Background: an optimization exercise with open tools, aiming at small area and a short achievable clock period. Do not read the settings as production practice. Only simulation tests tie the RTL to the original design; equivalence was not proved. No activity file was given, so power comes from the tool's default toggle rates.

===== flow/config.mk =====
export PLATFORM = sky130hd
export DESIGN_NAME = btb_predictor
export DESIGN_NICKNAME = btb_predictor
export VERILOG_FILES = /design/flow/design.v
export SDC_FILE = /design/flow/constraint.sdc
export NUM_CORES = 4
export LEC_CHECK = 0
export CAP_MARGIN = 20
export CORE_MARGIN = 2
export CORE_UTILIZATION = 40
export SLEW_MARGIN = 20

===== flow/constraint.sdc =====
create_clock -name core_clock -period 9.0 [get_ports {clk}]
set_input_delay 1.8000 -clock core_clock [delete_from_list [all_inputs] [get_ports {clk}]]
set_output_delay 1.8000 -clock core_clock [all_outputs]
set_load 0.01 [all_outputs]

===== flow/design.v =====
package btb_predictor_pkg;
  localparam int BTB_ENTRIES = 64;
  localparam int ADDR_BUS    = 32;
  typedef enum logic [1:0] {
    SNT = 2'b00,
    WNT = 2'b01,
    WT  = 2'b10,
    ST  = 2'b11
  } ctr_e;
  localparam ctr_e CTR_RESET = WNT;
  localparam ctr_e CTR_ALLOC = WT;
endpackage
import btb_predictor_pkg::*;
module btb_sat_ctr
(
  input  btb_predictor_pkg::ctr_e i_ctr,
  input  logic i_taken,
  output btb_predictor_pkg::ctr_e o_ctr
);
  always_comb begin
    o_ctr = i_ctr;
    if (i_taken) begin
      if (i_ctr != ST) o_ctr = btb_predictor_pkg::ctr_e'(i_ctr + 2'd1);
    end else begin
      if (i_ctr != SNT) o_ctr = btb_predictor_pkg::ctr_e'(i_ctr - 2'd1);
    end
  end
endmodule
import btb_predictor_pkg::*;
module btb_predictor
#(
  parameter int ENTRIES = BTB_ENTRIES
) (
  input  logic                clk,
  input  logic                rst,
  input  logic [ADDR_BUS-1:0] pc,
  output logic                btb_pre_taken,
  output logic [ADDR_BUS-1:0] btb_pre_addr,
  input  logic                update_en,
  input  logic [ADDR_BUS-1:0] update_pc,
  input  logic                update_taken,
  input  logic [ADDR_BUS-1:0] update_target,
  input  logic                invalidate
);
  localparam int IDX_W = $clog2(ENTRIES);
  localparam int TAG_W = 30 - IDX_W;
  logic [ENTRIES-1:0] r_valid;
  btb_predictor_pkg::ctr_e               r_ctr [ENTRIES];
  logic [TAG_W-1:0]   r_tag [ENTRIES];
  logic [29:0]        r_tgt [ENTRIES];
  logic [IDX_W-1:0] w_idx;
  logic [IDX_W-1:0] w_u_idx;
  logic [TAG_W-1:0] w_tag;
  logic [TAG_W-1:0] w_u_tag;
  logic             w_hit;
  logic             w_u_hit;
  btb_predictor_pkg::ctr_e             w_u_ctr_nxt;
  logic             w_unused;
  assign w_idx   = pc[IDX_W+1:2];
  assign w_tag   = pc[31:IDX_W+2];
  assign w_u_idx = update_pc[IDX_W+1:2];
  assign w_u_tag = update_pc[31:IDX_W+2];
  assign w_hit   = r_valid[w_idx] && (r_tag[w_idx] == w_tag);
  assign w_u_hit = r_valid[w_u_idx] && (r_tag[w_u_idx] == w_u_tag);
  assign w_unused = ^{pc[1:0], update_pc[1:0], update_target[1:0]};
  assign btb_pre_taken = w_hit && r_ctr[w_idx][1];
  assign btb_pre_addr  = btb_pre_taken ? {r_tgt[w_idx], 2'b00} : '0;
  btb_sat_ctr u_sat_ctr (
    .i_ctr   (r_ctr[w_u_idx]),
    .i_taken (update_taken),
    .o_ctr   (w_u_ctr_nxt)
  );
  always_ff @(posedge clk or posedge rst) begin
    if (rst) begin
      r_valid <= '0;
      for (int i = 0; i < ENTRIES; i++) r_ctr[i] <= CTR_RESET;
    end else if (invalidate) begin
      r_valid <= '0;
    end else if (update_en) begin
      if (w_u_hit) begin
        r_ctr[w_u_idx] <= w_u_ctr_nxt;
      end else if (update_taken) begin
        r_valid[w_u_idx] <= 1'b1;
        r_ctr[w_u_idx]   <= CTR_ALLOC;
      end
    end
  end
  always_ff @(posedge clk) begin
    if (!invalidate && update_en && update_taken) begin
      r_tag[w_u_idx] <= w_u_tag;
      r_tgt[w_u_idx] <= update_target[31:2];
    end
  end
endmodule

===== flow/run.sh =====
#!/bin/bash
# synth_recipe.tcl (not shown) runs the flow's synth.tcl, then flattens the netlist and writes it again
# the make line also repeats each setting of config.mk as NAME=value (left out here)
make -C /OpenROAD-flow-scripts/flow DESIGN_CONFIG=/design/flow/config.mk WORK_HOME=/design/flow/orfs CLKGATE_MAP_FILE= SYNTH_SCRIPT=/design/flow/synth_recipe.tcl finish

==> run summary <==
[worst max-delay path by stage]
stage	start	slack [ps]	to
3_3_place_gp	pc[2]	-360	btb_pre_addr[21]
3_5_place_dp	pc[2]	-340	btb_pre_addr[21]
5_1_grt	pc[2]	10	btb_pre_addr[31]
2_1_floorplan	pc[3]	1510	btb_pre_addr[10]
6_report	pc[2]	100	btb_pre_addr[3]
4_1_cts	pc[2]	20	btb_pre_addr[31]
[where the power goes]
group | internal, mW | switching, mW
combinational | 0.986 | 1.55
sequential | 18.6 | 0.0393
clock | 8.67 | 6.77
[critical path: stages]
cell	delay [ps]
bufbuf_16	340
mux4_2	530
mux4_2	500
mux4_2	570
xnor2_2	150
buf_4	160
nand4_1	220
buf_4	230
or4_4	620
buf_4	180
or4b_4	660
buf_12	210
buf_4	210
nor2b_1	140
clkdlybuf4s50_1	560
[per-stage QoR]
step / cells / hold slack (ps)
global placement: 13200 / 506
detailed placement: 13200 / 521
floorplan: 8086 / 489
global route: 13900 / 561
CTS: 13900 / 536
finish: 14000 / 541
[sequential cells by signal (all words and copies together) (netlist names)]
register	count
r_tgt	1920
r_tag	1536
r_valid	64
r_ctr	128
[repair_timing]
item                       4_1_cts  5_1_grt
gates cloned                     1        2
gates resized for setup          5        5
pin swaps                        1        2
setup endpoints to repair       30       23
buffers inserted                 3       13
[routing by layer]
layer	share of wire (%)	vias to the layer above	routed length [um]	global-route usage [%]
met5	0.10	-	570	0.278
met2	46	6778	252000	41.6
met1	37	50200	206000	35.9
met3	11	1615	61600	6.75
li1	-	35200	-	-
met4	5.9	44	32500	14.1
[cells by family (layout without fill, tap and decap cells)]
family / count (synthesis) / count (layout) / share of synthesized area [%]
simple gates: 847 / 847 / 2.65
other cells: 1 / 29 / 0.00238
compound gates: 1173 / 1173 / 5.57
flops: 3648 / 3648 / 69.1
xor+xnor: 45 / 45 / 0.251
fa+ha+maj: 6 / 6 / 0.0461
buf+inv: 765 / 1383 / 1.99
mux: 1600 / 1600 / 20.4
[cell usage in the layout, fill, tap and decap left out, types with 67 or more instances in the layout]
master     netlist  routed
o32ai_1         77      77
mux2i_1        254     254
nor2_1         180     110
a22oi_1        135     135
o22ai_1         95      95
a21oi_1        152     152
buf_4           13     356
clkinv_1         3     113
nor2_4           0      67
dfrtp_1        128     128
buf_12           0      89
clkbuf_1       344      68
nand3_1         70      68
a221oi_1       185     185
nand2_1        257     257
edfxtp_1      3456    3456
o21ai_0        102     102
inv_1          117     115
clkbuf_16        0     384
mux4_2        1280    1280
[cell type report]
cell class,count,area share [%]
Antenna cell,27,0.0376
Clock buffer,451,5.47
Clock inverter,238,1.21
Inverter,123,0.282
Multi-Input combinational cell,3673,25.7
Sequential cell,3648,60.5
Tap cell,5220,3.64
Timing Repair Buffer,571,3.14
==> results by group <==
Status
  • Run status: timing/DRC/antenna clean

Place
  • Port Buf Inserts: 125
  • Final weighted congestion of routability-driven global placement: 0.925
  • Worst Setup Slack post-DPL: -343 ps
  • Detailed-placement wirelength estimate: roughly 310000 um
  • Area after detailed placement: 167000 um^2

GRT
  • Vias in the first global route: 91100
  • Pin count of the biggest net entering global routing: 140
  • Number of antenna violations at the first check in global routing: 41
  • Global-route wire length before repair: 753000 um
  • Total global routing overflow: 0
  • Global router's overall resource usage: a little over a quarter

Die
  • Core footprint: between 300000 and 400000 um^2
  • Die Wd: 631 um
  • Area of the die: 398000 um^2
  • Die height: 631 um
  • Starting density of the core: 40.1%
  • Number of core rows: 230
  • Number of primary I/O pins: 134

Clock network
  • Source-to-sink clock delay at the later pin of the worst-skew pair: 1000 ps
  • Number of buffers added by the clock tree synthesis step: 376
  • Reg clk slew, reported paths: 60 ps
  • CTS tree: yes
  • Total of hold buffers inserted after clock tree synthesis: 0
  • Root buffer selected by CTS: clkbuf_16
  • Number of levels the H-tree was split into: 5
  • Number of clock sinks: roughly 3600
  • Maximum buffer depth of the clock tree: 4

Synth
  • Number of enable flip-flop cells after synthesis: around 3500
  • Area of the mapped netlist: 157000 um^2
  • Post-synthesis instance total: a little over 8000
  • Register bit count reported by yosys: 3648
  • Dominant register cell in the synthesized netlist: edfxtp_1
  • Cells taking the most area after synthesis: edfxtp_1 (66%), mux4_2 (18%), dfrtp_1 (2.0%)
  • Most frequent cell after synthesis: edfxtp_1
  • Top cell types by occurrence after synthesis: edfxtp_1 (3456), mux4_2 (1280), clkbuf_1 (344), nand2_1 (257), mux2i_1 (254)
  • Yosys warnings: 4
  • Synthesized area per cell: ~19 um^2
  • Synth top area share: 66.0%
  • Async set or reset register ratio after synthesis: 5.26%
  • Post-synthesis cell type with the largest combined area: edfxtp_1
  • Sequential cell area fraction in the yosys report: 69.1%
  • Distinct cells, synth: 82

Route
  • Final wirelength: 553000 um
  • Detailed Route Iter0 Violations: about 15000
  • Residual antenna-violating net count after detailed routing: 0
  • Total vias in the final route: approximately 94000
  • # DRC: 0
  • Pre-Repair DR Iteration Count: 6
  • Detailed-route wire length per cell: 39.6 um
  • Drt via density: just under 7

Pwr
  • Static power due to leakage: 56.6 nW
  • Final Total Pwr: 36.6 mW
  • Power density of the placed cells: 204 nW/um^2
  • Maximum resistive drop on vdd: 0.190 mV

Hold path
  • Origin of the worst min-delay path: r_valid[54]
  • Path class of the lowest-slack min-delay path: reg -> reg
  • Hold endpoint: r_valid[54]
  • Hold path cells: 2

Timing
  • TNS Setup: 0 ps
  • Period minus WS final: approximately 8900 ps
  • Worst Setup Slack, final: 95.3 ps
  • Peak Freq: 112 MHz
  • Number of pins with negative max-slew slack in the final report: 0
  • Max-slew headroom: 13.9%
  • RSZ-0062 raised after global routing: no
  • Final hold vios: 0
  • Layout Skew: approximately 83 ps
  • Actual transition at the worst max-transition pin: 1280 ps
  • Period Utilization, post-route: 98.9%
  • Setup Viol. Count Final: 0

Layout
  • Non-Filler Cell Area, Final: 180000 um^2
  • Area occupied by multi-input gates: 46200 um^2
  • Count of filler cells inserted in the layout: 32900
  • Combined flip-flop and latch cell area: 109000 um^2
  • Proportion of layout cells with a drive suffix above 1: 29.8%
  • Synthesis-to-finish area growth: 14.2%
  • Final design utilization: 45.8%
  • Final net count: roughly 8500

Critical path
  • Minimum setup slack among reg-to-reg paths: 4250 ps
  • Critical path data arrival time: 7100 ps
  • Sort of element at the start of the critical path: input pin
  • Crit end category: primary output
  • Peak fanout along the critical path: 13
  • Required @ worst endpoint: 7200 ps
  • Cell depth of the worst flop-to-flop path: 12
  • Reg2reg start: r_tag[30][21]
  • R2r endpoint: r_ctr[19][1]
  • Class of the most critical setup path: in -> out

Run
  • Max cap viols: 0

afterwards: timing with drivers on the ports:
How much do the figures lean on ideal ports? The routed layout below was timed once more, with nothing changed but the port constraints.
Step 1 sets driving cells, clkbuf_16 on the clock port and buf_2 on the other inputs (assumed; they add their load-dependent delay and slew).
Step 2 times the ports against the registers' clock, not the clock port: input delays grow and output delays shrink by t, the midpoint of the rising clock arrivals with the driver on.
a / b / c = ideal / step 1 / step 2; a / b = the first two.
t (ns): 1.083
slack for setup (ns): 0.095 / -0.204 / -0.204
hold slack, ns: 0.541 / 0.541 / 0.541
cell pins on the clock port's net: 1
Met with ideal ports but missed after step 2: setup timing in this run. For this run, drivers alone change the setup slack by -0.299 ns; drivers and shift together by -0.299 ns.
